Background: an optimization exercise with open tools, aiming at small area. Do not read the settings as production practice.
In this exercise RTL edits were held to simulation tests only and were not proved equivalent to the original. The flow treats the clock pin as an ideal source, which a real chip does not have.

### flow/design.v
`timescale 1ns/1ps
`default_nettype none
module booth_mac (
  input  wire [7:0]  b_one,
  input  wire [7:0]  b_two,
  input  wire [7:0]  b_neg,
  input  wire [15:0] w,
  input  wire [31:0] base,
  output wire [31:0] sum
);
  wire pp0_0;
  assign pp0_0 = (b_one[0] & w[0]);
  wire pn0;
  assign pn0 = b_neg[0] & ~(b_one[0] & w[0]);
  wire pp0_1;
  assign pp0_1 = ((b_one[0] & w[1]) | (b_two[0] & w[0])) ^ b_neg[0];
  wire pp0_2;
  assign pp0_2 = ((b_one[0] & w[2]) | (b_two[0] & w[1])) ^ b_neg[0];
  wire pp0_3;
  assign pp0_3 = ((b_one[0] & w[3]) | (b_two[0] & w[2])) ^ b_neg[0];
  wire pp0_4;
  assign pp0_4 = ((b_one[0] & w[4]) | (b_two[0] & w[3])) ^ b_neg[0];
  wire pp0_5;
  assign pp0_5 = ((b_one[0] & w[5]) | (b_two[0] & w[4])) ^ b_neg[0];
  wire pp0_6;
  assign pp0_6 = ((b_one[0] & w[6]) | (b_two[0] & w[5])) ^ b_neg[0];
  wire pp0_7;
  assign pp0_7 = ((b_one[0] & w[7]) | (b_two[0] & w[6])) ^ b_neg[0];
  wire pp0_8;
  assign pp0_8 = ((b_one[0] & w[8]) | (b_two[0] & w[7])) ^ b_neg[0];
  wire pp0_9;
  assign pp0_9 = ((b_one[0] & w[9]) | (b_two[0] & w[8])) ^ b_neg[0];
  wire pp0_10;
  assign pp0_10 = ((b_one[0] & w[10]) | (b_two[0] & w[9])) ^ b_neg[0];
  wire pp0_11;
  assign pp0_11 = ((b_one[0] & w[11]) | (b_two[0] & w[10])) ^ b_neg[0];
  wire pp0_12;
  assign pp0_12 = ((b_one[0] & w[12]) | (b_two[0] & w[11])) ^ b_neg[0];
  wire pp0_13;
  assign pp0_13 = ((b_one[0] & w[13]) | (b_two[0] & w[12])) ^ b_neg[0];
  wire pp0_14;
  assign pp0_14 = ((b_one[0] & w[14]) | (b_two[0] & w[13])) ^ b_neg[0];
  wire pp0_15;
  assign pp0_15 = ((b_one[0] & w[15]) | (b_two[0] & w[14])) ^ b_neg[0];
  wire pp0_16;
  assign pp0_16 = ~(((b_one[0] | b_two[0]) & w[15]) ^ b_neg[0]);
  wire pp1_0;
  assign pp1_0 = (b_one[1] & w[0]);
  wire pn1;
  assign pn1 = b_neg[1] & ~(b_one[1] & w[0]);
  wire pp1_1;
  assign pp1_1 = ((b_one[1] & w[1]) | (b_two[1] & w[0])) ^ b_neg[1];
  wire pp1_2;
  assign pp1_2 = ((b_one[1] & w[2]) | (b_two[1] & w[1])) ^ b_neg[1];
  wire pp1_3;
  assign pp1_3 = ((b_one[1] & w[3]) | (b_two[1] & w[2])) ^ b_neg[1];
  wire pp1_4;
  assign pp1_4 = ((b_one[1] & w[4]) | (b_two[1] & w[3])) ^ b_neg[1];
  wire pp1_5;
  assign pp1_5 = ((b_one[1] & w[5]) | (b_two[1] & w[4])) ^ b_neg[1];
  wire pp1_6;
  assign pp1_6 = ((b_one[1] & w[6]) | (b_two[1] & w[5])) ^ b_neg[1];
  wire pp1_7;
  assign pp1_7 = ((b_one[1] & w[7]) | (b_two[1] & w[6])) ^ b_neg[1];
  wire pp1_8;
  assign pp1_8 = ((b_one[1] & w[8]) | (b_two[1] & w[7])) ^ b_neg[1];
  wire pp1_9;
  assign pp1_9 = ((b_one[1] & w[9]) | (b_two[1] & w[8])) ^ b_neg[1];
  wire pp1_10;
  assign pp1_10 = ((b_one[1] & w[10]) | (b_two[1] & w[9])) ^ b_neg[1];
  wire pp1_11;
  assign pp1_11 = ((b_one[1] & w[11]) | (b_two[1] & w[10])) ^ b_neg[1];
  wire pp1_12;
  assign pp1_12 = ((b_one[1] & w[12]) | (b_two[1] & w[11])) ^ b_neg[1];
  wire pp1_13;
  assign pp1_13 = ((b_one[1] & w[13]) | (b_two[1] & w[12])) ^ b_neg[1];
  wire pp1_14;
  assign pp1_14 = ((b_one[1] & w[14]) | (b_two[1] & w[13])) ^ b_neg[1];
  wire pp1_15;
  assign pp1_15 = ((b_one[1] & w[15]) | (b_two[1] & w[14])) ^ b_neg[1];
  wire pp1_16;
  assign pp1_16 = ~(((b_one[1] | b_two[1]) & w[15]) ^ b_neg[1]);
  wire pp2_0;
  assign pp2_0 = (b_one[2] & w[0]);
  wire pn2;
  assign pn2 = b_neg[2] & ~(b_one[2] & w[0]);
  wire pp2_1;
  assign pp2_1 = ((b_one[2] & w[1]) | (b_two[2] & w[0])) ^ b_neg[2];
  wire pp2_2;
  assign pp2_2 = ((b_one[2] & w[2]) | (b_two[2] & w[1])) ^ b_neg[2];
  wire pp2_3;
  assign pp2_3 = ((b_one[2] & w[3]) | (b_two[2] & w[2])) ^ b_neg[2];
  wire pp2_4;
  assign pp2_4 = ((b_one[2] & w[4]) | (b_two[2] & w[3])) ^ b_neg[2];
  wire pp2_5;
  assign pp2_5 = ((b_one[2] & w[5]) | (b_two[2] & w[4])) ^ b_neg[2];
  wire pp2_6;
  assign pp2_6 = ((b_one[2] & w[6]) | (b_two[2] & w[5])) ^ b_neg[2];
  wire pp2_7;
  assign pp2_7 = ((b_one[2] & w[7]) | (b_two[2] & w[6])) ^ b_neg[2];
  wire pp2_8;
  assign pp2_8 = ((b_one[2] & w[8]) | (b_two[2] & w[7])) ^ b_neg[2];
  wire pp2_9;
  assign pp2_9 = ((b_one[2] & w[9]) | (b_two[2] & w[8])) ^ b_neg[2];
  wire pp2_10;
  assign pp2_10 = ((b_one[2] & w[10]) | (b_two[2] & w[9])) ^ b_neg[2];
  wire pp2_11;
  assign pp2_11 = ((b_one[2] & w[11]) | (b_two[2] & w[10])) ^ b_neg[2];
  wire pp2_12;
  assign pp2_12 = ((b_one[2] & w[12]) | (b_two[2] & w[11])) ^ b_neg[2];
  wire pp2_13;
  assign pp2_13 = ((b_one[2] & w[13]) | (b_two[2] & w[12])) ^ b_neg[2];
  wire pp2_14;
  assign pp2_14 = ((b_one[2] & w[14]) | (b_two[2] & w[13])) ^ b_neg[2];
  wire pp2_15;
  assign pp2_15 = ((b_one[2] & w[15]) | (b_two[2] & w[14])) ^ b_neg[2];
  wire pp2_16;
  assign pp2_16 = ~(((b_one[2] | b_two[2]) & w[15]) ^ b_neg[2]);
  wire pp3_0;
  assign pp3_0 = (b_one[3] & w[0]);
  wire pn3;
  assign pn3 = b_neg[3] & ~(b_one[3] & w[0]);
  wire pp3_1;
  assign pp3_1 = ((b_one[3] & w[1]) | (b_two[3] & w[0])) ^ b_neg[3];
  wire pp3_2;
  assign pp3_2 = ((b_one[3] & w[2]) | (b_two[3] & w[1])) ^ b_neg[3];
  wire pp3_3;
  assign pp3_3 = ((b_one[3] & w[3]) | (b_two[3] & w[2])) ^ b_neg[3];
  wire pp3_4;
  assign pp3_4 = ((b_one[3] & w[4]) | (b_two[3] & w[3])) ^ b_neg[3];
  wire pp3_5;
  assign pp3_5 = ((b_one[3] & w[5]) | (b_two[3] & w[4])) ^ b_neg[3];
  wire pp3_6;
  assign pp3_6 = ((b_one[3] & w[6]) | (b_two[3] & w[5])) ^ b_neg[3];
  wire pp3_7;
  assign pp3_7 = ((b_one[3] & w[7]) | (b_two[3] & w[6])) ^ b_neg[3];
  wire pp3_8;
  assign pp3_8 = ((b_one[3] & w[8]) | (b_two[3] & w[7])) ^ b_neg[3];
  wire pp3_9;
  assign pp3_9 = ((b_one[3] & w[9]) | (b_two[3] & w[8])) ^ b_neg[3];
  wire pp3_10;
  assign pp3_10 = ((b_one[3] & w[10]) | (b_two[3] & w[9])) ^ b_neg[3];
  wire pp3_11;
  assign pp3_11 = ((b_one[3] & w[11]) | (b_two[3] & w[10])) ^ b_neg[3];
  wire pp3_12;
  assign pp3_12 = ((b_one[3] & w[12]) | (b_two[3] & w[11])) ^ b_neg[3];
  wire pp3_13;
  assign pp3_13 = ((b_one[3] & w[13]) | (b_two[3] & w[12])) ^ b_neg[3];
  wire pp3_14;
  assign pp3_14 = ((b_one[3] & w[14]) | (b_two[3] & w[13])) ^ b_neg[3];
  wire pp3_15;
  assign pp3_15 = ((b_one[3] & w[15]) | (b_two[3] & w[14])) ^ b_neg[3];
  wire pp3_16;
  assign pp3_16 = ~(((b_one[3] | b_two[3]) & w[15]) ^ b_neg[3]);
  wire pp4_0;
  assign pp4_0 = (b_one[4] & w[0]);
  wire pn4;
  assign pn4 = b_neg[4] & ~(b_one[4] & w[0]);
  wire pp4_1;
  assign pp4_1 = ((b_one[4] & w[1]) | (b_two[4] & w[0])) ^ b_neg[4];
  wire pp4_2;
  assign pp4_2 = ((b_one[4] & w[2]) | (b_two[4] & w[1])) ^ b_neg[4];
  wire pp4_3;
  assign pp4_3 = ((b_one[4] & w[3]) | (b_two[4] & w[2])) ^ b_neg[4];
  wire pp4_4;
  assign pp4_4 = ((b_one[4] & w[4]) | (b_two[4] & w[3])) ^ b_neg[4];
  wire pp4_5;
  assign pp4_5 = ((b_one[4] & w[5]) | (b_two[4] & w[4])) ^ b_neg[4];
  wire pp4_6;
  assign pp4_6 = ((b_one[4] & w[6]) | (b_two[4] & w[5])) ^ b_neg[4];
  wire pp4_7;
  assign pp4_7 = ((b_one[4] & w[7]) | (b_two[4] & w[6])) ^ b_neg[4];
  wire pp4_8;
  assign pp4_8 = ((b_one[4] & w[8]) | (b_two[4] & w[7])) ^ b_neg[4];
  wire pp4_9;
  assign pp4_9 = ((b_one[4] & w[9]) | (b_two[4] & w[8])) ^ b_neg[4];
  wire pp4_10;
  assign pp4_10 = ((b_one[4] & w[10]) | (b_two[4] & w[9])) ^ b_neg[4];
  wire pp4_11;
  assign pp4_11 = ((b_one[4] & w[11]) | (b_two[4] & w[10])) ^ b_neg[4];
  wire pp4_12;
  assign pp4_12 = ((b_one[4] & w[12]) | (b_two[4] & w[11])) ^ b_neg[4];
  wire pp4_13;
  assign pp4_13 = ((b_one[4] & w[13]) | (b_two[4] & w[12])) ^ b_neg[4];
  wire pp4_14;
  assign pp4_14 = ((b_one[4] & w[14]) | (b_two[4] & w[13])) ^ b_neg[4];
  wire pp4_15;
  assign pp4_15 = ((b_one[4] & w[15]) | (b_two[4] & w[14])) ^ b_neg[4];
  wire pp4_16;
  assign pp4_16 = ~(((b_one[4] | b_two[4]) & w[15]) ^ b_neg[4]);
  wire pp5_0;
  assign pp5_0 = (b_one[5] & w[0]);
  wire pn5;
  assign pn5 = b_neg[5] & ~(b_one[5] & w[0]);
  wire pp5_1;
  assign pp5_1 = ((b_one[5] & w[1]) | (b_two[5] & w[0])) ^ b_neg[5];
  wire pp5_2;
  assign pp5_2 = ((b_one[5] & w[2]) | (b_two[5] & w[1])) ^ b_neg[5];
  wire pp5_3;
  assign pp5_3 = ((b_one[5] & w[3]) | (b_two[5] & w[2])) ^ b_neg[5];
  wire pp5_4;
  assign pp5_4 = ((b_one[5] & w[4]) | (b_two[5] & w[3])) ^ b_neg[5];
  wire pp5_5;
  assign pp5_5 = ((b_one[5] & w[5]) | (b_two[5] & w[4])) ^ b_neg[5];
  wire pp5_6;
  assign pp5_6 = ((b_one[5] & w[6]) | (b_two[5] & w[5])) ^ b_neg[5];
  wire pp5_7;
  assign pp5_7 = ((b_one[5] & w[7]) | (b_two[5] & w[6])) ^ b_neg[5];
  wire pp5_8;
  assign pp5_8 = ((b_one[5] & w[8]) | (b_two[5] & w[7])) ^ b_neg[5];
  wire pp5_9;
  assign pp5_9 = ((b_one[5] & w[9]) | (b_two[5] & w[8])) ^ b_neg[5];
  wire pp5_10;
  assign pp5_10 = ((b_one[5] & w[10]) | (b_two[5] & w[9])) ^ b_neg[5];
  wire pp5_11;
  assign pp5_11 = ((b_one[5] & w[11]) | (b_two[5] & w[10])) ^ b_neg[5];
  wire pp5_12;
  assign pp5_12 = ((b_one[5] & w[12]) | (b_two[5] & w[11])) ^ b_neg[5];
  wire pp5_13;
  assign pp5_13 = ((b_one[5] & w[13]) | (b_two[5] & w[12])) ^ b_neg[5];
  wire pp5_14;
  assign pp5_14 = ((b_one[5] & w[14]) | (b_two[5] & w[13])) ^ b_neg[5];
  wire pp5_15;
  assign pp5_15 = ((b_one[5] & w[15]) | (b_two[5] & w[14])) ^ b_neg[5];
  wire pp5_16;
  assign pp5_16 = ~(((b_one[5] | b_two[5]) & w[15]) ^ b_neg[5]);
  wire pp6_0;
  assign pp6_0 = (b_one[6] & w[0]);
  wire pn6;
  assign pn6 = b_neg[6] & ~(b_one[6] & w[0]);
  wire pp6_1;
  assign pp6_1 = ((b_one[6] & w[1]) | (b_two[6] & w[0])) ^ b_neg[6];
  wire pp6_2;
  assign pp6_2 = ((b_one[6] & w[2]) | (b_two[6] & w[1])) ^ b_neg[6];
  wire pp6_3;
  assign pp6_3 = ((b_one[6] & w[3]) | (b_two[6] & w[2])) ^ b_neg[6];
  wire pp6_4;
  assign pp6_4 = ((b_one[6] & w[4]) | (b_two[6] & w[3])) ^ b_neg[6];
  wire pp6_5;
  assign pp6_5 = ((b_one[6] & w[5]) | (b_two[6] & w[4])) ^ b_neg[6];
  wire pp6_6;
  assign pp6_6 = ((b_one[6] & w[6]) | (b_two[6] & w[5])) ^ b_neg[6];
  wire pp6_7;
  assign pp6_7 = ((b_one[6] & w[7]) | (b_two[6] & w[6])) ^ b_neg[6];
  wire pp6_8;
  assign pp6_8 = ((b_one[6] & w[8]) | (b_two[6] & w[7])) ^ b_neg[6];
  wire pp6_9;
  assign pp6_9 = ((b_one[6] & w[9]) | (b_two[6] & w[8])) ^ b_neg[6];
  wire pp6_10;
  assign pp6_10 = ((b_one[6] & w[10]) | (b_two[6] & w[9])) ^ b_neg[6];
  wire pp6_11;
  assign pp6_11 = ((b_one[6] & w[11]) | (b_two[6] & w[10])) ^ b_neg[6];
  wire pp6_12;
  assign pp6_12 = ((b_one[6] & w[12]) | (b_two[6] & w[11])) ^ b_neg[6];
  wire pp6_13;
  assign pp6_13 = ((b_one[6] & w[13]) | (b_two[6] & w[12])) ^ b_neg[6];
  wire pp6_14;
  assign pp6_14 = ((b_one[6] & w[14]) | (b_two[6] & w[13])) ^ b_neg[6];
  wire pp6_15;
  assign pp6_15 = ((b_one[6] & w[15]) | (b_two[6] & w[14])) ^ b_neg[6];
  wire pp6_16;
  assign pp6_16 = ~(((b_one[6] | b_two[6]) & w[15]) ^ b_neg[6]);
  wire pp7_0;
  assign pp7_0 = (b_one[7] & w[0]);
  wire pn7;
  assign pn7 = b_neg[7] & ~(b_one[7] & w[0]);
  wire pp7_1;
  assign pp7_1 = ((b_one[7] & w[1]) | (b_two[7] & w[0])) ^ b_neg[7];
  wire pp7_2;
  assign pp7_2 = ((b_one[7] & w[2]) | (b_two[7] & w[1])) ^ b_neg[7];
  wire pp7_3;
  assign pp7_3 = ((b_one[7] & w[3]) | (b_two[7] & w[2])) ^ b_neg[7];
  wire pp7_4;
  assign pp7_4 = ((b_one[7] & w[4]) | (b_two[7] & w[3])) ^ b_neg[7];
  wire pp7_5;
  assign pp7_5 = ((b_one[7] & w[5]) | (b_two[7] & w[4])) ^ b_neg[7];
  wire pp7_6;
  assign pp7_6 = ((b_one[7] & w[6]) | (b_two[7] & w[5])) ^ b_neg[7];
  wire pp7_7;
  assign pp7_7 = ((b_one[7] & w[7]) | (b_two[7] & w[6])) ^ b_neg[7];
  wire pp7_8;
  assign pp7_8 = ((b_one[7] & w[8]) | (b_two[7] & w[7])) ^ b_neg[7];
  wire pp7_9;
  assign pp7_9 = ((b_one[7] & w[9]) | (b_two[7] & w[8])) ^ b_neg[7];
  wire pp7_10;
  assign pp7_10 = ((b_one[7] & w[10]) | (b_two[7] & w[9])) ^ b_neg[7];
  wire pp7_11;
  assign pp7_11 = ((b_one[7] & w[11]) | (b_two[7] & w[10])) ^ b_neg[7];
  wire pp7_12;
  assign pp7_12 = ((b_one[7] & w[12]) | (b_two[7] & w[11])) ^ b_neg[7];
  wire pp7_13;
  assign pp7_13 = ((b_one[7] & w[13]) | (b_two[7] & w[12])) ^ b_neg[7];
  wire pp7_14;
  assign pp7_14 = ((b_one[7] & w[14]) | (b_two[7] & w[13])) ^ b_neg[7];
  wire pp7_15;
  assign pp7_15 = ((b_one[7] & w[15]) | (b_two[7] & w[14])) ^ b_neg[7];
  wire pp7_16;
  assign pp7_16 = ~(((b_one[7] | b_two[7]) & w[15]) ^ b_neg[7]);
  wire s0;
  wire c0;
  ha1 u_s0 (.a(pp0_15), .b(pp1_13), .s(s0), .co(c0));
  wire s1;
  wire c1;
  fa1 u_s1 (.a(pp0_16), .b(pp1_14), .c(pp2_12), .s(s1), .co(c1));
  wire s2;
  wire c2;
  ha1 u_s2 (.a(pp1_15), .b(pp2_13), .s(s2), .co(c2));
  wire s3;
  wire c3;
  ha1 u_s3 (.a(pp0_9), .b(pp1_7), .s(s3), .co(c3));
  wire s4;
  wire c4;
  fa1 u_s4 (.a(pp0_10), .b(pp1_8), .c(pp2_6), .s(s4), .co(c4));
  wire s5;
  wire c5;
  fa1 u_s5 (.a(pp0_11), .b(pp1_9), .c(pp2_7), .s(s5), .co(c5));
  wire s6;
  wire c6;
  ha1 u_s6 (.a(pp3_5), .b(pp4_3), .s(s6), .co(c6));
  wire s7;
  wire c7;
  fa1 u_s7 (.a(pp0_12), .b(pp1_10), .c(pp2_8), .s(s7), .co(c7));
  wire s8;
  wire c8;
  fa1 u_s8 (.a(pp3_6), .b(pp4_4), .c(pp5_2), .s(s8), .co(c8));
  wire s9;
  wire c9;
  fa1 u_s9 (.a(pp0_13), .b(pp1_11), .c(pp2_9), .s(s9), .co(c9));
  wire s10;
  wire c10;
  fa1 u_s10 (.a(pp3_7), .b(pp4_5), .c(pp5_3), .s(s10), .co(c10));
  wire s11;
  wire c11;
  ha1 u_s11 (.a(pn6), .b(pp6_1), .s(s11), .co(c11));
  wire s12;
  wire c12;
  fa1 u_s12 (.a(pp0_14), .b(pp1_12), .c(pp2_10), .s(s12), .co(c12));
  wire s13;
  wire c13;
  fa1 u_s13 (.a(pp3_8), .b(pp4_6), .c(pp5_4), .s(s13), .co(c13));
  wire s14;
  wire c14;
  fa1 u_s14 (.a(pp6_2), .b(pp7_0), .c(base[14]), .s(s14), .co(c14));
  wire s15;
  wire c15;
  fa1 u_s15 (.a(s0), .b(pp2_11), .c(pp3_9), .s(s15), .co(c15));
  wire s16;
  wire c16;
  fa1 u_s16 (.a(pp4_7), .b(pp5_5), .c(pp6_3), .s(s16), .co(c16));
  wire s17;
  wire c17;
  fa1 u_s17 (.a(pn7), .b(pp7_1), .c(base[15]), .s(s17), .co(c17));
  wire s18;
  wire c18;
  fa1 u_s18 (.a(c0), .b(s1), .c(pp3_10), .s(s18), .co(c18));
  wire s19;
  wire c19;
  fa1 u_s19 (.a(pp4_8), .b(pp5_6), .c(pp6_4), .s(s19), .co(c19));
  wire s20;
  wire c20;
  assign s20 = ~(pp7_2 ^ base[16]);
  assign c20 = pp7_2 | base[16];
  wire s21;
  wire c21;
  fa1 u_s21 (.a(c1), .b(s2), .c(pp3_11), .s(s21), .co(c21));
  wire s22;
  wire c22;
  fa1 u_s22 (.a(pp4_9), .b(pp5_7), .c(pp6_5), .s(s22), .co(c22));
  wire s23;
  wire c23;
  assign s23 = ~(pp7_3 ^ base[17]);
  assign c23 = pp7_3 | base[17];
  wire s24;
  wire c24;
  fa1 u_s24 (.a(c2), .b(pp1_16), .c(pp2_14), .s(s24), .co(c24));
  wire s25;
  wire c25;
  fa1 u_s25 (.a(pp3_12), .b(pp4_10), .c(pp5_8), .s(s25), .co(c25));
  wire s26;
  wire c26;
  fa1 u_s26 (.a(pp6_6), .b(pp7_4), .c(base[18]), .s(s26), .co(c26));
  wire s27;
  wire c27;
  fa1 u_s27 (.a(pp2_15), .b(pp3_13), .c(pp4_11), .s(s27), .co(c27));
  wire s28;
  wire c28;
  fa1 u_s28 (.a(pp5_9), .b(pp6_7), .c(pp7_5), .s(s28), .co(c28));
  wire s29;
  wire c29;
  assign s29 = ~base[19];
  assign c29 = base[19];
  wire s30;
  wire c30;
  fa1 u_s30 (.a(pp2_16), .b(pp3_14), .c(pp4_12), .s(s30), .co(c30));
  wire s31;
  wire c31;
  fa1 u_s31 (.a(pp5_10), .b(pp6_8), .c(pp7_6), .s(s31), .co(c31));
  wire s32;
  wire c32;
  fa1 u_s32 (.a(pp3_15), .b(pp4_13), .c(pp5_11), .s(s32), .co(c32));
  wire s33;
  wire c33;
  ha1 u_s33 (.a(pp6_9), .b(pp7_7), .s(s33), .co(c33));
  wire s34;
  wire c34;
  fa1 u_s34 (.a(pp3_16), .b(pp4_14), .c(pp5_12), .s(s34), .co(c34));
  wire s35;
  wire c35;
  ha1 u_s35 (.a(pp4_15), .b(pp5_13), .s(s35), .co(c35));
  wire s36;
  wire c36;
  ha1 u_s36 (.a(pp0_5), .b(pp1_3), .s(s36), .co(c36));
  wire s37;
  wire c37;
  fa1 u_s37 (.a(pp0_6), .b(pp1_4), .c(pp2_2), .s(s37), .co(c37));
  wire s38;
  wire c38;
  fa1 u_s38 (.a(pp0_7), .b(pp1_5), .c(pp2_3), .s(s38), .co(c38));
  wire s39;
  wire c39;
  ha1 u_s39 (.a(pn3), .b(pp3_1), .s(s39), .co(c39));
  wire s40;
  wire c40;
  fa1 u_s40 (.a(pp0_8), .b(pp1_6), .c(pp2_4), .s(s40), .co(c40));
  wire s41;
  wire c41;
  fa1 u_s41 (.a(pp3_2), .b(pp4_0), .c(base[8]), .s(s41), .co(c41));
  wire s42;
  wire c42;
  fa1 u_s42 (.a(s3), .b(pp2_5), .c(pp3_3), .s(s42), .co(c42));
  wire s43;
  wire c43;
  fa1 u_s43 (.a(pn4), .b(pp4_1), .c(base[9]), .s(s43), .co(c43));
  wire s44;
  wire c44;
  fa1 u_s44 (.a(c3), .b(s4), .c(pp3_4), .s(s44), .co(c44));
  wire s45;
  wire c45;
  fa1 u_s45 (.a(pp4_2), .b(pp5_0), .c(base[10]), .s(s45), .co(c45));
  wire s46;
  wire c46;
  fa1 u_s46 (.a(c4), .b(s5), .c(s6), .s(s46), .co(c46));
  wire s47;
  wire c47;
  fa1 u_s47 (.a(pn5), .b(pp5_1), .c(base[11]), .s(s47), .co(c47));
  wire s48;
  wire c48;
  fa1 u_s48 (.a(c5), .b(c6), .c(s7), .s(s48), .co(c48));
  wire s49;
  wire c49;
  fa1 u_s49 (.a(s8), .b(pp6_0), .c(base[12]), .s(s49), .co(c49));
  wire s50;
  wire c50;
  fa1 u_s50 (.a(c7), .b(c8), .c(s9), .s(s50), .co(c50));
  wire s51;
  wire c51;
  fa1 u_s51 (.a(s10), .b(s11), .c(base[13]), .s(s51), .co(c51));
  wire s52;
  wire c52;
  fa1 u_s52 (.a(c9), .b(c10), .c(c11), .s(s52), .co(c52));
  wire s53;
  wire c53;
  fa1 u_s53 (.a(s12), .b(s13), .c(s14), .s(s53), .co(c53));
  wire s54;
  wire c54;
  fa1 u_s54 (.a(c12), .b(c13), .c(c14), .s(s54), .co(c54));
  wire s55;
  wire c55;
  fa1 u_s55 (.a(s15), .b(s16), .c(s17), .s(s55), .co(c55));
  wire s56;
  wire c56;
  fa1 u_s56 (.a(c15), .b(c16), .c(c17), .s(s56), .co(c56));
  wire s57;
  wire c57;
  fa1 u_s57 (.a(s18), .b(s19), .c(s20), .s(s57), .co(c57));
  wire s58;
  wire c58;
  fa1 u_s58 (.a(c18), .b(c19), .c(c20), .s(s58), .co(c58));
  wire s59;
  wire c59;
  fa1 u_s59 (.a(s21), .b(s22), .c(s23), .s(s59), .co(c59));
  wire s60;
  wire c60;
  fa1 u_s60 (.a(c21), .b(c22), .c(c23), .s(s60), .co(c60));
  wire s61;
  wire c61;
  fa1 u_s61 (.a(s24), .b(s25), .c(s26), .s(s61), .co(c61));
  wire s62;
  wire c62;
  fa1 u_s62 (.a(c24), .b(c25), .c(c26), .s(s62), .co(c62));
  wire s63;
  wire c63;
  fa1 u_s63 (.a(s27), .b(s28), .c(s29), .s(s63), .co(c63));
  wire s64;
  wire c64;
  fa1 u_s64 (.a(c27), .b(c28), .c(c29), .s(s64), .co(c64));
  wire s65;
  wire c65;
  fa1 u_s65 (.a(s30), .b(s31), .c(base[20]), .s(s65), .co(c65));
  wire s66;
  wire c66;
  fa1 u_s66 (.a(c30), .b(c31), .c(s32), .s(s66), .co(c66));
  wire s67;
  wire c67;
  assign s67 = ~(s33 ^ base[21]);
  assign c67 = s33 | base[21];
  wire s68;
  wire c68;
  fa1 u_s68 (.a(c32), .b(c33), .c(s34), .s(s68), .co(c68));
  wire s69;
  wire c69;
  fa1 u_s69 (.a(pp6_10), .b(pp7_8), .c(base[22]), .s(s69), .co(c69));
  wire s70;
  wire c70;
  fa1 u_s70 (.a(c34), .b(s35), .c(pp6_11), .s(s70), .co(c70));
  wire s71;
  wire c71;
  assign s71 = ~(pp7_9 ^ base[23]);
  assign c71 = pp7_9 | base[23];
  wire s72;
  wire c72;
  fa1 u_s72 (.a(c35), .b(pp4_16), .c(pp5_14), .s(s72), .co(c72));
  wire s73;
  wire c73;
  fa1 u_s73 (.a(pp6_12), .b(pp7_10), .c(base[24]), .s(s73), .co(c73));
  wire s74;
  wire c74;
  fa1 u_s74 (.a(pp5_15), .b(pp6_13), .c(pp7_11), .s(s74), .co(c74));
  wire s75;
  wire c75;
  assign s75 = ~base[25];
  assign c75 = base[25];
  wire s76;
  wire c76;
  fa1 u_s76 (.a(pp5_16), .b(pp6_14), .c(pp7_12), .s(s76), .co(c76));
  wire s77;
  wire c77;
  ha1 u_s77 (.a(pp6_15), .b(pp7_13), .s(s77), .co(c77));
  wire s78;
  wire c78;
  ha1 u_s78 (.a(pp0_3), .b(pn1), .s(s78), .co(c78));
  wire s79;
  wire c79;
  fa1 u_s79 (.a(pp0_4), .b(pp1_2), .c(pp2_0), .s(s79), .co(c79));
  wire s80;
  wire c80;
  fa1 u_s80 (.a(s36), .b(pn2), .c(pp2_1), .s(s80), .co(c80));
  wire s81;
  wire c81;
  fa1 u_s81 (.a(c36), .b(s37), .c(pp3_0), .s(s81), .co(c81));
  wire s82;
  wire c82;
  fa1 u_s82 (.a(c37), .b(s38), .c(s39), .s(s82), .co(c82));
  wire s83;
  wire c83;
  fa1 u_s83 (.a(c38), .b(c39), .c(s40), .s(s83), .co(c83));
  wire s84;
  wire c84;
  fa1 u_s84 (.a(c40), .b(c41), .c(s42), .s(s84), .co(c84));
  wire s85;
  wire c85;
  fa1 u_s85 (.a(c42), .b(c43), .c(s44), .s(s85), .co(c85));
  wire s86;
  wire c86;
  fa1 u_s86 (.a(c44), .b(c45), .c(s46), .s(s86), .co(c86));
  wire s87;
  wire c87;
  fa1 u_s87 (.a(c46), .b(c47), .c(s48), .s(s87), .co(c87));
  wire s88;
  wire c88;
  fa1 u_s88 (.a(c48), .b(c49), .c(s50), .s(s88), .co(c88));
  wire s89;
  wire c89;
  fa1 u_s89 (.a(c50), .b(c51), .c(s52), .s(s89), .co(c89));
  wire s90;
  wire c90;
  fa1 u_s90 (.a(c52), .b(c53), .c(s54), .s(s90), .co(c90));
  wire s91;
  wire c91;
  fa1 u_s91 (.a(c54), .b(c55), .c(s56), .s(s91), .co(c91));
  wire s92;
  wire c92;
  fa1 u_s92 (.a(c56), .b(c57), .c(s58), .s(s92), .co(c92));
  wire s93;
  wire c93;
  fa1 u_s93 (.a(c58), .b(c59), .c(s60), .s(s93), .co(c93));
  wire s94;
  wire c94;
  fa1 u_s94 (.a(c60), .b(c61), .c(s62), .s(s94), .co(c94));
  wire s95;
  wire c95;
  fa1 u_s95 (.a(c62), .b(c63), .c(s64), .s(s95), .co(c95));
  wire s96;
  wire c96;
  fa1 u_s96 (.a(c64), .b(c65), .c(s66), .s(s96), .co(c96));
  wire s97;
  wire c97;
  fa1 u_s97 (.a(c66), .b(c67), .c(s68), .s(s97), .co(c97));
  wire s98;
  wire c98;
  fa1 u_s98 (.a(c68), .b(c69), .c(s70), .s(s98), .co(c98));
  wire s99;
  wire c99;
  fa1 u_s99 (.a(c70), .b(c71), .c(s72), .s(s99), .co(c99));
  wire s100;
  wire c100;
  fa1 u_s100 (.a(c72), .b(c73), .c(s74), .s(s100), .co(c100));
  wire s101;
  wire c101;
  fa1 u_s101 (.a(c74), .b(c75), .c(s76), .s(s101), .co(c101));
  wire s102;
  wire c102;
  assign s102 = ~(c76 ^ s77);
  assign c102 = c76 | s77;
  wire s103;
  wire c103;
  fa1 u_s103 (.a(c77), .b(pp6_16), .c(pp7_14), .s(s103), .co(c103));
  wire s104;
  wire c104;
  assign s104 = ~pp7_15;
  assign c104 = pp7_15;
  wire s105;
  wire c105;
  ha1 u_s105 (.a(pn0), .b(pp0_1), .s(s105), .co(c105));
  wire s106;
  wire c106;
  fa1 u_s106 (.a(pp0_2), .b(pp1_0), .c(base[2]), .s(s106), .co(c106));
  wire s107;
  wire c107;
  fa1 u_s107 (.a(s78), .b(pp1_1), .c(base[3]), .s(s107), .co(c107));
  wire s108;
  wire c108;
  fa1 u_s108 (.a(c78), .b(s79), .c(base[4]), .s(s108), .co(c108));
  wire s109;
  wire c109;
  fa1 u_s109 (.a(c79), .b(s80), .c(base[5]), .s(s109), .co(c109));
  wire s110;
  wire c110;
  fa1 u_s110 (.a(c80), .b(s81), .c(base[6]), .s(s110), .co(c110));
  wire s111;
  wire c111;
  fa1 u_s111 (.a(c81), .b(s82), .c(base[7]), .s(s111), .co(c111));
  wire s112;
  wire c112;
  fa1 u_s112 (.a(c82), .b(s83), .c(s41), .s(s112), .co(c112));
  wire s113;
  wire c113;
  fa1 u_s113 (.a(c83), .b(s84), .c(s43), .s(s113), .co(c113));
  wire s114;
  wire c114;
  fa1 u_s114 (.a(c84), .b(s85), .c(s45), .s(s114), .co(c114));
  wire s115;
  wire c115;
  fa1 u_s115 (.a(c85), .b(s86), .c(s47), .s(s115), .co(c115));
  wire s116;
  wire c116;
  fa1 u_s116 (.a(c86), .b(s87), .c(s49), .s(s116), .co(c116));
  wire s117;
  wire c117;
  fa1 u_s117 (.a(c87), .b(s88), .c(s51), .s(s117), .co(c117));
  wire s118;
  wire c118;
  fa1 u_s118 (.a(c88), .b(s89), .c(s53), .s(s118), .co(c118));
  wire s119;
  wire c119;
  fa1 u_s119 (.a(c89), .b(s90), .c(s55), .s(s119), .co(c119));
  wire s120;
  wire c120;
  fa1 u_s120 (.a(c90), .b(s91), .c(s57), .s(s120), .co(c120));
  wire s121;
  wire c121;
  fa1 u_s121 (.a(c91), .b(s92), .c(s59), .s(s121), .co(c121));
  wire s122;
  wire c122;
  fa1 u_s122 (.a(c92), .b(s93), .c(s61), .s(s122), .co(c122));
  wire s123;
  wire c123;
  fa1 u_s123 (.a(c93), .b(s94), .c(s63), .s(s123), .co(c123));
  wire s124;
  wire c124;
  fa1 u_s124 (.a(c94), .b(s95), .c(s65), .s(s124), .co(c124));
  wire s125;
  wire c125;
  fa1 u_s125 (.a(c95), .b(s96), .c(s67), .s(s125), .co(c125));
  wire s126;
  wire c126;
  fa1 u_s126 (.a(c96), .b(s97), .c(s69), .s(s126), .co(c126));
  wire s127;
  wire c127;
  fa1 u_s127 (.a(c97), .b(s98), .c(s71), .s(s127), .co(c127));
  wire s128;
  wire c128;
  fa1 u_s128 (.a(c98), .b(s99), .c(s73), .s(s128), .co(c128));
  wire s129;
  wire c129;
  fa1 u_s129 (.a(c99), .b(s100), .c(s75), .s(s129), .co(c129));
  wire s130;
  wire c130;
  fa1 u_s130 (.a(c100), .b(s101), .c(base[26]), .s(s130), .co(c130));
  wire s131;
  wire c131;
  fa1 u_s131 (.a(c101), .b(s102), .c(base[27]), .s(s131), .co(c131));
  wire s132;
  wire c132;
  fa1 u_s132 (.a(c102), .b(s103), .c(base[28]), .s(s132), .co(c132));
  wire s133;
  wire c133;
  fa1 u_s133 (.a(c103), .b(s104), .c(base[29]), .s(s133), .co(c133));
  wire s134;
  wire c134;
  fa1 u_s134 (.a(c104), .b(pp7_16), .c(base[30]), .s(s134), .co(c134));
  wire s135;
  wire c135;
  assign s135 = ~base[31];
  assign c135 = base[31];
  wire [31:0] ra = {c134, c133, c132, c131, c130, c129, c128, c127, c126, c125, c124, c123, c122, c121, c120, c119, c118, c117, c116, c115, c114, c113, c112, c111, c110, c109, c108, c107, c106, c105, s105, pp0_0};
  wire [31:0] rb = {s135, s134, s133, s132, s131, s130, s129, s128, s127, s126, s125, s124, s123, s122, s121, s120, s119, s118, s117, s116, s115, s114, s113, s112, s111, s110, s109, s108, s107, s106, base[1], base[0]};
  wire [31:0] g0 = ra & rb;
  wire [31:0] p0 = ra ^ rb;
  wire bg0 = g0[1] | (p0[1] & g0[0]);
  wire bg1 = g0[2] | (p0[2] & bg0);
  wire bg2 = g0[3] | (p0[3] & bg1);
  wire bg3 = g0[4] | (p0[4] & bg2);
  wire bg4 = g0[5] | (p0[5] & bg3);
  wire bg5 = g0[6] | (p0[6] & bg4);
  wire bg6 = g0[7] | (p0[7] & bg5);
  wire bg7 = g0[8] | (p0[8] & bg6);
  wire bg8 = g0[9] | (p0[9] & bg7);
  wire bp8 = p0[9] & p0[8];
  wire bg9 = g0[11] | (p0[11] & g0[10]);
  wire bp9 = p0[11] & p0[10];
  wire bg10 = g0[13] | (p0[13] & g0[12]);
  wire bp10 = p0[13] & p0[12];
  wire bg11 = g0[15] | (p0[15] & g0[14]);
  wire bp11 = p0[15] & p0[14];
  wire bg12 = g0[17] | (p0[17] & g0[16]);
  wire bp12 = p0[17] & p0[16];
  wire bg13 = g0[19] | (p0[19] & g0[18]);
  wire bp13 = p0[19] & p0[18];
  wire bg14 = g0[21] | (p0[21] & g0[20]);
  wire bp14 = p0[21] & p0[20];
  wire bg15 = g0[23] | (p0[23] & g0[22]);
  wire bp15 = p0[23] & p0[22];
  wire bg16 = g0[25] | (p0[25] & g0[24]);
  wire bp16 = p0[25] & p0[24];
  wire bg17 = g0[27] | (p0[27] & g0[26]);
  wire bp17 = p0[27] & p0[26];
  wire bg18 = g0[29] | (p0[29] & g0[28]);
  wire bp18 = p0[29] & p0[28];
  wire bg19 = g0[31] | (p0[31] & g0[30]);
  wire bp19 = p0[31] & p0[30];
  wire bg20 = bg9 | (bp9 & bg8);
  wire bp20 = bp9 & bp8;
  wire bg21 = bg11 | (bp11 & bg10);
  wire bp21 = bp11 & bp10;
  wire bg22 = bg13 | (bp13 & bg12);
  wire bp22 = bp13 & bp12;
  wire bg23 = bg15 | (bp15 & bg14);
  wire bp23 = bp15 & bp14;
  wire bg24 = bg17 | (bp17 & bg16);
  wire bp24 = bp17 & bp16;
  wire bg25 = bg19 | (bp19 & bg18);
  wire bp25 = bp19 & bp18;
  wire bg26 = bg21 | (bp21 & bg20);
  wire bp26 = bp21 & bp20;
  wire bg27 = bg23 | (bp23 & bg22);
  wire bp27 = bp23 & bp22;
  wire bg28 = bg25 | (bp25 & bg24);
  wire bp28 = bp25 & bp24;
  wire bg29 = bg27 | (bp27 & bg26);
  wire bp29 = bp27 & bp26;
  wire bg30 = bg28 | (bp28 & bg29);
  wire bp30 = bp28 & bp29;
  wire bg31 = bg22 | (bp22 & bg26);
  wire bp31 = bp22 & bp26;
  wire bg32 = bg24 | (bp24 & bg29);
  wire bp32 = bp24 & bp29;
  wire bg33 = bg10 | (bp10 & bg20);
  wire bp33 = bp10 & bp20;
  wire bg34 = bg12 | (bp12 & bg26);
  wire bp34 = bp12 & bp26;
  wire bg35 = bg14 | (bp14 & bg31);
  wire bp35 = bp14 & bp31;
  wire bg36 = bg16 | (bp16 & bg29);
  wire bp36 = bp16 & bp29;
  wire bg37 = bg18 | (bp18 & bg32);
  wire bp37 = bp18 & bp32;
  wire bg38 = g0[10] | (p0[10] & bg8);
  wire bp38 = p0[10] & bp8;
  wire bg39 = g0[12] | (p0[12] & bg20);
  wire bp39 = p0[12] & bp20;
  wire bg40 = g0[14] | (p0[14] & bg33);
  wire bp40 = p0[14] & bp33;
  wire bg41 = g0[16] | (p0[16] & bg26);
  wire bp41 = p0[16] & bp26;
  wire bg42 = g0[18] | (p0[18] & bg34);
  wire bp42 = p0[18] & bp34;
  wire bg43 = g0[20] | (p0[20] & bg31);
  wire bp43 = p0[20] & bp31;
  wire bg44 = g0[22] | (p0[22] & bg35);
  wire bp44 = p0[22] & bp35;
  wire bg45 = g0[24] | (p0[24] & bg29);
  wire bp45 = p0[24] & bp29;
  wire bg46 = g0[26] | (p0[26] & bg36);
  wire bp46 = p0[26] & bp36;
  wire bg47 = g0[28] | (p0[28] & bg32);
  wire bp47 = p0[28] & bp32;
  wire bg48 = g0[30] | (p0[30] & bg37);
  wire bp48 = p0[30] & bp37;
  assign sum[0] = p0[0];
  assign sum[1] = p0[1] ^ g0[0];
  assign sum[2] = p0[2] ^ bg0;
  assign sum[3] = p0[3] ^ bg1;
  assign sum[4] = p0[4] ^ bg2;
  assign sum[5] = p0[5] ^ bg3;
  assign sum[6] = p0[6] ^ bg4;
  assign sum[7] = p0[7] ^ bg5;
  assign sum[8] = p0[8] ^ bg6;
  assign sum[9] = p0[9] ^ bg7;
  assign sum[10] = p0[10] ^ bg8;
  assign sum[11] = p0[11] ^ bg38;
  assign sum[12] = p0[12] ^ bg20;
  assign sum[13] = p0[13] ^ bg39;
  assign sum[14] = p0[14] ^ bg33;
  assign sum[15] = p0[15] ^ bg40;
  assign sum[16] = p0[16] ^ bg26;
  assign sum[17] = p0[17] ^ bg41;
  assign sum[18] = p0[18] ^ bg34;
  assign sum[19] = p0[19] ^ bg42;
  assign sum[20] = p0[20] ^ bg31;
  assign sum[21] = p0[21] ^ bg43;
  assign sum[22] = p0[22] ^ bg35;
  assign sum[23] = p0[23] ^ bg44;
  assign sum[24] = p0[24] ^ bg29;
  assign sum[25] = p0[25] ^ bg45;
  assign sum[26] = p0[26] ^ bg36;
  assign sum[27] = p0[27] ^ bg46;
  assign sum[28] = p0[28] ^ bg32;
  assign sum[29] = p0[29] ^ bg47;
  assign sum[30] = p0[30] ^ bg37;
  assign sum[31] = p0[31] ^ bg48;
endmodule
module fa1 (input wire a, input wire b, input wire c, output wire s, output wire co);
  assign s = a ^ b ^ c;
  assign co = (a & b) | (a & c) | (b & c);
endmodule
module ha1 (input wire a, input wire b, output wire s, output wire co);
  assign s = a ^ b;
  assign co = a & b;
endmodule
`default_nettype wire
`timescale 1ns/1ps
`default_nettype none
module conv_core (
  input  wire                                  clk,
  input  wire                                  rst_n,
  input  wire [16-1:0]               ifmap_dat,
  input  wire                                  ifmap_vld,
  input  wire [16-1:0]              weights_dat,
  input  wire                                  weights_vld,
  output wire [4*32-1:0]  ofmap_dat,
  output wire                                  ofmap_vld
);
  localparam integer D  = 11;    
  localparam integer NS = 7;     
  reg  [3:0]   widx;           
  reg          wloaded;        
  reg  [15:0]  wr0 [0:3];
  reg  [15:0]  wr1 [0:3];
  reg  [15:0]  wr2 [0:3];
  reg  [15:0]  wr3 [0:3];
  always @(posedge clk or negedge rst_n) begin
    if (!rst_n) begin
      widx    <= 4'd0;
      wloaded <= 1'b0;
    end else if (weights_vld) begin
      widx <= widx + 4'd1;
      if (widx == 4'd15) wloaded <= 1'b1;
    end
  end
  reg  [15:0]  dl_d [0:D-1];
  reg  [D-1:0] dl_v;
  integer k;
  always @(posedge clk) begin
    dl_d[0] <= ifmap_dat;
    for (k = 1; k < D; k = k + 1) dl_d[k] <= dl_d[k-1];
  end
  always @(posedge clk or negedge rst_n) begin
    if (!rst_n) dl_v <= {D{1'b0}};
    else        dl_v <= {dl_v[D-2:0], ifmap_vld};
  end
  wire        pv = dl_v[D-1];                   
  wire [15:0] px = dl_d[D-1] & {16{wloaded && pv}};   
  wire [16:0] pxe = {px, 1'b0};
  wire [7:0]  b_one, b_two, b_neg;
  genvar j;
  generate
    for (j = 0; j < 8; j = j + 1) begin : g_enc
      assign b_one[j] = pxe[2*j+1] ^ pxe[2*j];
      assign b_two[j] = (pxe[2*j+2] & ~pxe[2*j+1] & ~pxe[2*j]) |
                        (~pxe[2*j+2] & pxe[2*j+1] & pxe[2*j]);
      assign b_neg[j] = pxe[2*j+2];
    end
  endgenerate
  reg  [4:0]   pcnt;           
  wire         pfirst = (pcnt[1:0] == 2'd0);
  wire         plast  = (pcnt[1:0] == 2'd3);
  wire         pbank  = pv && (pcnt == 5'd31);
  always @(posedge clk or negedge rst_n) begin
    if (!rst_n) pcnt <= 5'd0;
    else if (pv) pcnt <= pcnt + 5'd1;
  end
  genvar c;
  reg  [31:0]  acc  [0:3];
  wire [127:0] sum;
  generate
    for (c = 0; c < 4; c = c + 1) begin : g_col
      wire wload = weights_vld && (widx[1:0] == c);
      always @(posedge clk) begin
        if (wload || pv) begin
          wr0[c] <= wload ? weights_dat : wr3[c];
          wr1[c] <= wr0[c];
          wr2[c] <= wr1[c];
          wr3[c] <= wr2[c];
        end
      end
      wire [31:0] base = pfirst ? 32'd0 : acc[c];
      booth_mac u_mac (
        .b_one (b_one),
        .b_two (b_two),
        .b_neg (b_neg),
        .w     (wr3[c]),
        .base  (base),
        .sum   (sum[32*c +: 32])
      );
      always @(posedge clk) begin
        acc[c] <= sum[32*c +: 32];    
      end
    end
  endgenerate
  reg  [127:0]   slot [0:NS-1];
  reg  [NS-1:0]  wp, rp;
  reg  [2:0]     ocnt;
  reg            oact;
  reg  [127:0]   rd;
  integer        s;
  always @(posedge clk) begin
    for (s = 0; s < NS; s = s + 1)
      if (pv && plast && wp[s]) slot[s] <= sum;
  end
  always @(*) begin
    rd = 128'd0;
    for (s = 0; s < NS; s = s + 1)
      rd = rd | (slot[s] & {128{rp[s]}});
  end
  always @(posedge clk or negedge rst_n) begin
    if (!rst_n) begin
      wp   <= {{(NS-1){1'b0}}, 1'b1};
      rp   <= {{(NS-1){1'b0}}, 1'b1};
      ocnt <= 3'd0;
      oact <= 1'b0;
    end else begin
      if (pv && plast) wp <= {wp[NS-2:0], wp[NS-1]};
      if (ofmap_vld) begin
        rp   <= {rp[NS-2:0], rp[NS-1]};
        ocnt <= ocnt + 3'd1;
        oact <= (ocnt != 3'd7);
      end
    end
  end
  assign ofmap_vld = pbank || oact;
  assign ofmap_dat = rd;
endmodule
`default_nettype wire
### flow/flow/run.sh
#!/bin/bash
set -e
cp standard.sh standard_sh_copy.log
export CTS_ARGS="-sink_clustering_enable -repair_clock_nets -sink_clustering_size 32 -sink_clustering_max_diameter 75 -dont_use_dummy_load"
export BUFFER_PORTS_ARGS="-buffer_cell sky130_fd_sc_hd__buf_1"
bash standard.sh finish > standard_flow.log 2>&1
### flow/standard.sh
#!/bin/bash
# synth_recipe.tcl (not shown) runs the flow's synth.tcl, then flattens the netlist and writes it again
# the make line also repeats each setting of config.mk as NAME=value (left out here)
make -C /OpenROAD-flow-scripts/flow DESIGN_CONFIG=/design/flow/config.mk WORK_HOME=/design/flow/orfs CLKGATE_MAP_FILE= SYNTH_SCRIPT=/design/flow/synth_recipe.tcl "${@:-finish}"
### flow/config.mk
export PLATFORM = sky130hd
export DESIGN_NAME = conv_core
export DESIGN_NICKNAME = conv_core
export VERILOG_FILES = /design/flow/design.v
export SDC_FILE = /design/flow/constraint.sdc
export NUM_CORES = 4
export LEC_CHECK = 0
export CAP_MARGIN = 20
export CORE_MARGIN = 2
export CORE_UTILIZATION = 70
export CTS_CLUSTER_DIAMETER = 75
export CTS_CLUSTER_SIZE = 32
export SLEW_MARGIN = 20
export SYNTH_HIERARCHICAL = 1
export SYNTH_MINIMUM_KEEP_SIZE = 0
### flow/constraint.sdc
create_clock -name core_clock -period 10.0 [get_ports {clk}]
set_input_delay 2.0000 -clock core_clock [delete_from_list [all_inputs] [get_ports {clk}]]
set_output_delay 2.0000 -clock core_clock [all_outputs]
set_load 0.01 [all_outputs]
==> flow_metrics.env, run 1 <==
export IMPL_status="complete, no violations"
export IMPL_detail_route_wl_per_cell_um=27.3
export IMPL_cts_buffer_depth=3
export IMPL_grt_pass1_vias=41800
export IMPL_critPathLaunchType="flop"
export IMPL_synth_most_common_cell="edfxtp_1"
export IMPL_syn_avg_cell_area_um2=15.1
export IMPL_synth_main_ff_cell="edfxtp_1"
export IMPL_drive_gt1_share_pct=6.07
export IMPL_fin_skew_ns=0.0786
export IMPL_synthMuxAreaShare_pct=1.31
export IMPL_cts_sinks=1495
export IMPL_async_flop_share_pct=2.61
export IMPL_synth_top_family_by_area="adder cells"
export IMPL_rows=118
export IMPL_yosys_area_share_simple_pct=3.61
export IMPL_hpwl_mm=107
export IMPL_fin_util_pct=73.4
export IMPL_cp_max_fo=28
export IMPL_viasPerCell=6.69
export IMPL_io_pins=165
export IMPL_grt_usage_pct=31.7
export IMPL_cts_resized_gates=0
export IMPL_syn_area_um2=73400
export IMPL_drv_cap=0
export IMPL_fin_nets=5515
export IMPL_finalHoldViolCount=0
export IMPL_coreArea_um2=104000
export IMPL_path_class="reg2reg"
export IMPL_wirelength_mm=168
export IMPL_arrival_ns=8.77
export IMPL_final_max_slew_violation_count=0
export IMPL_timing_final_crit_share_pct=83.5
export IMPL_r2r_end="slot[3][63]"
export IMPL_max_slew_margin_pct=26.4
export IMPL_ant_nets=0
export IMPL_cp_top_family="adder cells"
export IMPL_drtIter0Drc=5399
export IMPL_hold_end="dl_d[4][0]"
export IMPL_gp_congestion=0.846
export IMPL_fillers=6603
export IMPL_crit_chain="buf_4 > and3_4 > nor2b_4 > buf_4 > a22oi_1 > xnor2_1 > fa_1 > fa_1 > fa_1 > fa_1 > fa_1 > fa_1 > fa_1 > fa_1 > inv_1 > fa_1 > nand2b_1 > a21oi_2 > o211a_1 > o21ai_1 > a31oi_1 > fa_1 > xnor2_1"
export IMPL_cp_slowest_cell="nor2b_4"
export IMPL_worstRegToRegCells=23
export IMPL_whs_ns=0.328
export IMPL_path_clk_slew_ns=0.11
export IMPL_dpl_instance_area_um2=74700
export IMPL_clock_latency_ns=0.74
export IMPL_fp_dieW_um=328
export IMPL_synthAdderAreaFrac_pct=17.5
export IMPL_crit_top_cell="fa_1"
export IMPL_rsz0062_at_grt="no"
export IMPL_cts_tree="yes"
export IMPL_final_cell_area_um2=76200
export IMPL_synth_cell_types=48
export IMPL_grt_antenna_before_repair=5
export IMPL_cp_required_ns=10.42
export IMPL_first_pass_iters=8
export IMPL_max_freq_mhz=120
export IMPL_hold_start="dl_d[3][0]"
export IMPL_die_area_um2=108000
export IMPL_synth_xor_xnor_area_share_pct=6.85
export IMPL_synth_commonest_cells="edfxtp_1, a22oi_1, fa_1"
export IMPL_vias=41200
export IMPL_setup_tns_ns=0
export IMPL_grt_max_degree=69
export IMPL_cts_htree_levels=2
export IMPL_max_slew_worst_pin_slew_ns=1.10
export IMPL_syn_nets=5609
export IMPL_synth_edf_count=1152
export IMPL_yosysTopAreaCell="edfxtp_1"
export IMPL_finalCriticalPeriod_ns=8.35
export IMPL_ys_seq_area_share_pct=56.7
export IMPL_final_setup_viol_count=0
export IMPL_cts_buffers=59
export IMPL_cts_setup_buffers=0
export IMPL_start_util_pct=70.8
export IMPL_path_buf_inv=3
export IMPL_die_y_um=328
export IMPL_r2r_start="dl_v[10]"
export IMPL_cts_hold_buf=0
export IMPL_drc=0
export IMPL_root_buffer="clkbuf_16"
export IMPL_synth_seq_cells=1495
export IMPL_synth_top_cell_area_share_pct=47.1
export IMPL_area_delta_synth_final_pct=3.80
export IMPL_slowest_delay_ns=0.78
export IMPL_r2r_slack_ns=1.65
export IMPL_synthCells=4872
export IMPL_endpoint_kind="flop"
export IMPL_portBuffers=164
export IMPL_grt_pass1_wl_mm=256
export IMPL_min_path_cells=0
export IMPL_yosysWarnings=21
export IMPL_hp_class="reg2reg"
export IMPL_synth_compound_area_share_pct=10.6
export IMPL_synthTopCellsByArea="edfxtp_1, fa_1, dfxtp_1"
export IMPL_overflow=0
-- sequential cells by signal, summed over array words and instances, names as in the netlist --
name / flops
wr1: 64
dl_d: 176
rp: 7
acc: 128
oact: 1
wloaded: 1
pcnt: 5
dl_v: 11
ocnt: 3
widx: 4
wr0: 64
slot: 896
wr3: 64
wp: 7
wr2: 64
-- kinds of logic after synthesis --
logic type      after synthesis
xor+xnor                    574
mux                          74
compound gates             1010
fa+ha+maj                   701
flops                      1495
simple gates                462
buf+inv                     556
-- cell type report --
cell class	count	area [µm²]	share of cell area (%)
sequential	1495	41700	54.7
multi-input combinational	2821	29500	38.7
tap	1380	1730	2.27
clock buffer	59	1480	1.94
timing repair buffer	248	1260	1.65
inverter	153	574	0.753
antenna	2	5.00	0.00657
-- per-module statistics from Yosys (local to each module, per instance) --
| module | cell area (µm²) | flip-flops and latches | copies in the design |
|---|---|---|---|
| booth_mac | 3720 | 0 | 4 |
| fa1 | 20.0 | 0 | 460 |
| ha1 | 12.5 | 0 | 48 |
| conv_core | 48800 | 1495 | 1 |
-- layout by cell type, fill, tap and decap left out, types with 16 or more instances in the layout --
master and instances:
mux2_4 35, dfxtp_1 304, xor2_1 74, o21ai_0 42, nand2_1 32, fa_1 540, a22oi_1 736, nand2b_1 16
and2_1 32, ha_1 160, buf_4 83, xnor2_1 500, a222oi_1 128, inv_1 153, dfrtp_1 31, buf_1 163
clkbuf_16 59, nor2b_1 151, nand3_1 128, a21oi_1 24, mux2_2 39, edfxtp_1 1152, nor2_1 29
-- stage by stage --
stage                     worst slack [ns]  cells
after floorplan                       2.64   4872
after global placement                1.88   6097
after detailed placement              1.82   6097
after CTS                             1.75   6156
after global routing                  1.28   6156
final                                 1.65   6158
-- worst max path at each step --
| stage | start | to | slack [ns] | depth (start not counted) |
|---|---|---|---|---|
| final | dl_v[10] | slot[3][63] | 1.65 | 23 |
| after CTS | dl_v[10] | slot[4][95] | 1.75 | 24 |
| after global routing | dl_v[10] | slot[3][63] | 1.28 | 23 |
| after global placement | dl_v[10] | slot[0][95] | 1.88 | 24 |
| after floorplan | wloaded | slot[0][119] | 2.64 | 23 |
| after detailed placement | dl_v[10] | slot[3][63] | 1.82 | 23 |
-- per-layer routing --
layer	vias to the layer above	share of wire (%)	track usage (%)
met5	-	0.0089	0
met4	2	1.7	6.64
met3	176	8.9	4.02
met2	2063	48	50.1
met1	21300	42	48.2
li1	17700	-	-
==> run 2, diff against run 1 <==
--- a/flow/config.mk
+++ b/flow/config.mk
@@ -7,7 +7,7 @@
 export LEC_CHECK = 0
 export CAP_MARGIN = 20
 export CORE_MARGIN = 2
-export CORE_UTILIZATION = 70
+export CORE_UTILIZATION = 78
 export CTS_CLUSTER_DIAMETER = 75
 export CTS_CLUSTER_SIZE = 32
 export SLEW_MARGIN = 20
==> run 2 against run 1 <==
  * Flip-flop and latch count unchanged
  * Still clean
  * Clock skew down 0.014 ns
  * Area after synthesis unchanged
  * Non-clock buffer count down 5
  * Global-route usage up 4.1 points
  * Synthesized cell count unchanged
  * Setup slack better by 0.24 ns
  * Critical endpoint is now slot[1][127]
  * First-iteration DRC count up 17%
==> flow_metrics.env, run 2 <==
export IMPL_pre_cts_ws_ns=1.97
export IMPL_yosysWarnings=21
export IMPL_arrival_ns=8.54
export IMPL_setup_slack_ns=1.89
export IMPL_min_path_cells=0
export IMPL_hold_start="dl_d[6][4]"
export IMPL_ant_nets=0
export IMPL_worstRegToRegCells=23
export IMPL_rsz0062_at_grt="no"
export IMPL_path_class="reg2reg"
export IMPL_seq_area_um2=41700
export IMPL_root_buffer="clkbuf_16"
export IMPL_first_pass_iters=9
export IMPL_largest_register_ffs=896
export IMPL_critPathLaunchType="flop"
export IMPL_final_max_slew_violation_count=0
export IMPL_start_util_pct=78.7
export IMPL_overflow=0
export IMPL_timing_final_crit_share_pct=81.1
export IMPL_max_freq_mhz=123
export IMPL_path_clk_slew_ns=0.12
export IMPL_cts_buffer_depth=3
export IMPL_synth_top_cell_area_share_pct=47.1
export IMPL_grt_pass1_vias=43800
export IMPL_synth_seq_cells=1495
export IMPL_rows=112
export IMPL_cp_max_fo=35
export IMPL_die_area_um2=96600
export IMPL_cts_sinks=1495
export IMPL_synthCells=4872
export IMPL_cts_htree_levels=2
export IMPL_fp_dieW_um=311
export IMPL_status="complete, no violations"
export IMPL_mostFrequentLayoutCells="edfxtp_1, a22oi_1, fa_1"
export IMPL_drv_cap=0
export IMPL_synth_main_ff_cell="edfxtp_1"
export IMPL_synth_commonest_cells="edfxtp_1, a22oi_1, fa_1"
export IMPL_cts_buffers=56
export IMPL_setup_tns_ns=0
export IMPL_coreArea_um2=93300
export IMPL_detail_route_wl_per_cell_um=28.3
export IMPL_final_setup_viol_count=0
export IMPL_portBuffers=164
export IMPL_synth_edf_count=1152
export IMPL_hpwl_mm=109
export IMPL_wirelength_mm=171
export IMPL_fin_skew_ns=0.0650
export IMPL_final_common_cell="edfxtp_1"
export IMPL_finalHoldViolCount=0
export IMPL_syn_avg_cell_area_um2=15.1
export IMPL_clock_latency_ns=0.71
export IMPL_cp_required_ns=10.43
export IMPL_grt_pass1_wl_mm=261
export IMPL_cts_setup_buffers=0
export IMPL_fin_nets=5507
export IMPL_area_delta_synth_final_pct=3.46
export IMPL_grt_antenna_before_repair=5
export IMPL_endpoint_kind="flop"
export IMPL_hold_end="dl_d[7][4]"
export IMPL_max_slew_worst_pin_slew_ns=1.05
export IMPL_finalCriticalPeriod_ns=8.11
export IMPL_reg_top3="slot: 896 flops, dl_d: 176 flops, acc: 128 flops"
export IMPL_async_flop_share_pct=2.61
export IMPL_synth_cell_types=48
export IMPL_synth_most_common_cell="edfxtp_1"
export IMPL_max_slew_margin_pct=30.3
export IMPL_n_antenna_cell=0
export IMPL_vias=42600
export IMPL_r2r_slack_ns=1.89
export IMPL_r2r_start="dl_v[10]"
export IMPL_top_register="slot"
export IMPL_yosysTopAreaCell="edfxtp_1"
export IMPL_multi_input_area_um2=29500
export IMPL_gp_congestion=0.859
export IMPL_fillers=4984
export IMPL_hp_class="reg2reg"
export IMPL_drive_gt1_share_pct=5.91
export IMPL_drc=0
export IMPL_r2r_end="slot[1][127]"
export IMPL_synthTopCellsByArea="edfxtp_1, fa_1, dfxtp_1"
export IMPL_syn_nets=5609
export IMPL_syn_area_um2=73400
export IMPL_cts_hold_buf=0
export IMPL_cts_tree="yes"
export IMPL_io_pins=165
export IMPL_cts_resized_gates=0
export IMPL_grt_usage_pct=35.7
export IMPL_grt_max_degree=69
export IMPL_viasPerCell=7.07
export IMPL_die_y_um=311
export IMPL_drtIter0Drc=6330
export IMPL_ys_seq_area_share_pct=56.7
-- run 2: cell counts after synthesis --
Identical to the previous run, type by type.
-- run 2: cell families after synthesis --
| logic type | count (synthesis) | synth area share (%) |
|---|---|---|
| xor gates and xnor gates | 574 | 6.85 |
| muxes | 74 | 1.31 |
| AOI/OAI and AO/OA | 1010 | 10.6 |
| and+or+nand+nor | 462 | 3.61 |
| adders and majority gates | 701 | 17.5 |
| DFF | 1495 | 56.7 |
| buffers and inverters | 556 | 3.43 |
-- run 2: how the worst max path moves through the flow --
stage / cells after the start / startpoint / end
6_report: 23 / dl_v[10] / slot[1][127]
5_1_grt: 23 / dl_v[10] / slot[1][127]
4_1_cts: 23 / dl_v[10] / slot[2][127]
3_5_place_dp: 23 / dl_v[10] / slot[5][127]
3_3_place_gp: 23 / dl_v[10] / slot[3][31]
2_1_floorplan: 23 / wloaded / slot[0][119]
-- run 2: final cells by class --
type | count | share of cell area (%)
sequential | 1495 | 54.9
multi-input combinational | 2821 | 38.8
tap | 1254 | 2.07
clock buffer | 56 | 1.84
timing repair buffer | 243 | 1.64
inverter | 153 | 0.756
-- run 2: through the flow --
stage          std cells  area, µm²  util [%]  hold slack [ns]
6_report            6022      76000      81.4            0.322
5_1_grt             6022      76000      81.4            0.329
4_1_cts             6021      76000      81.4            0.329
3_5_place_dp        5965      74600      79.9            0.312
3_3_place_gp        5965      74600      79.9            0.310
2_1_floorplan       4872      73400         -            0.310
-- run 2: modules after synthesis (local to each module, per instance) --
module,cells,cell area [µm²]
booth_mac,483,3720
conv_core,2432,48800
fa1,1,20.0
ha1,1,12.5
-- run 2: worst max-delay path: stages (launching register included) --
cell	delay, ns
dfrtp_1	0.35
buf_4	0.28
and3_4	0.24
buf_4	0.48
buf_4	0.59
nor2b_1	0.27
ha_1	0.28
fa_1	0.42
fa_1	0.38
fa_1	0.39
fa_1	0.39
fa_1	0.39
fa_1	0.40
fa_1	0.40
fa_1	0.41
inv_1	0.10
fa_1	0.23
nand2b_1	0.16
a21oi_2	0.11
o211a_1	0.29
o21ai_1	0.20
a31oi_1	0.15
fa_1	0.41
xnor2_1	0.47
-- run 2: layer usage --
layer	vias up	track usage (%)	routed length, µm	part of all wire [%]
li1	17700	-	-	-
met1	21800	52.3	65500	38
met5	-	0	0	0
met4	0	11.2	5160	3.0
met3	333	5.65	19100	11
met2	2794	56.6	80900	47

[port drivers added, routing unchanged]
No port has a modelled driver above. Below, the same layouts with a new extraction and two added sets of constraints.
Step 1 assumes that a clkbuf_16 drives the clock port and a buf_2 every other input.
Step 2 moves the port delays by t, midway between the first and last clock arrival at a register: inputs arrive t later, outputs are due t later. That takes back most of the time a late clock gives input paths.
a / b / c = no drivers / after step 1 / after step 2; a / b = the first two.
run	shift t [ns]	setup slack, ns	hold WS [ns]	cell pins on the clock port's net
run 1	0.777	1.650 / 1.650 / 1.650	0.328 / 0.328 / 0.328	1
run 2	0.754	1.893 / 1.893 / 1.893	0.322 / 0.322 / 0.322	1
After both steps setup and hold are still met in every run listed.
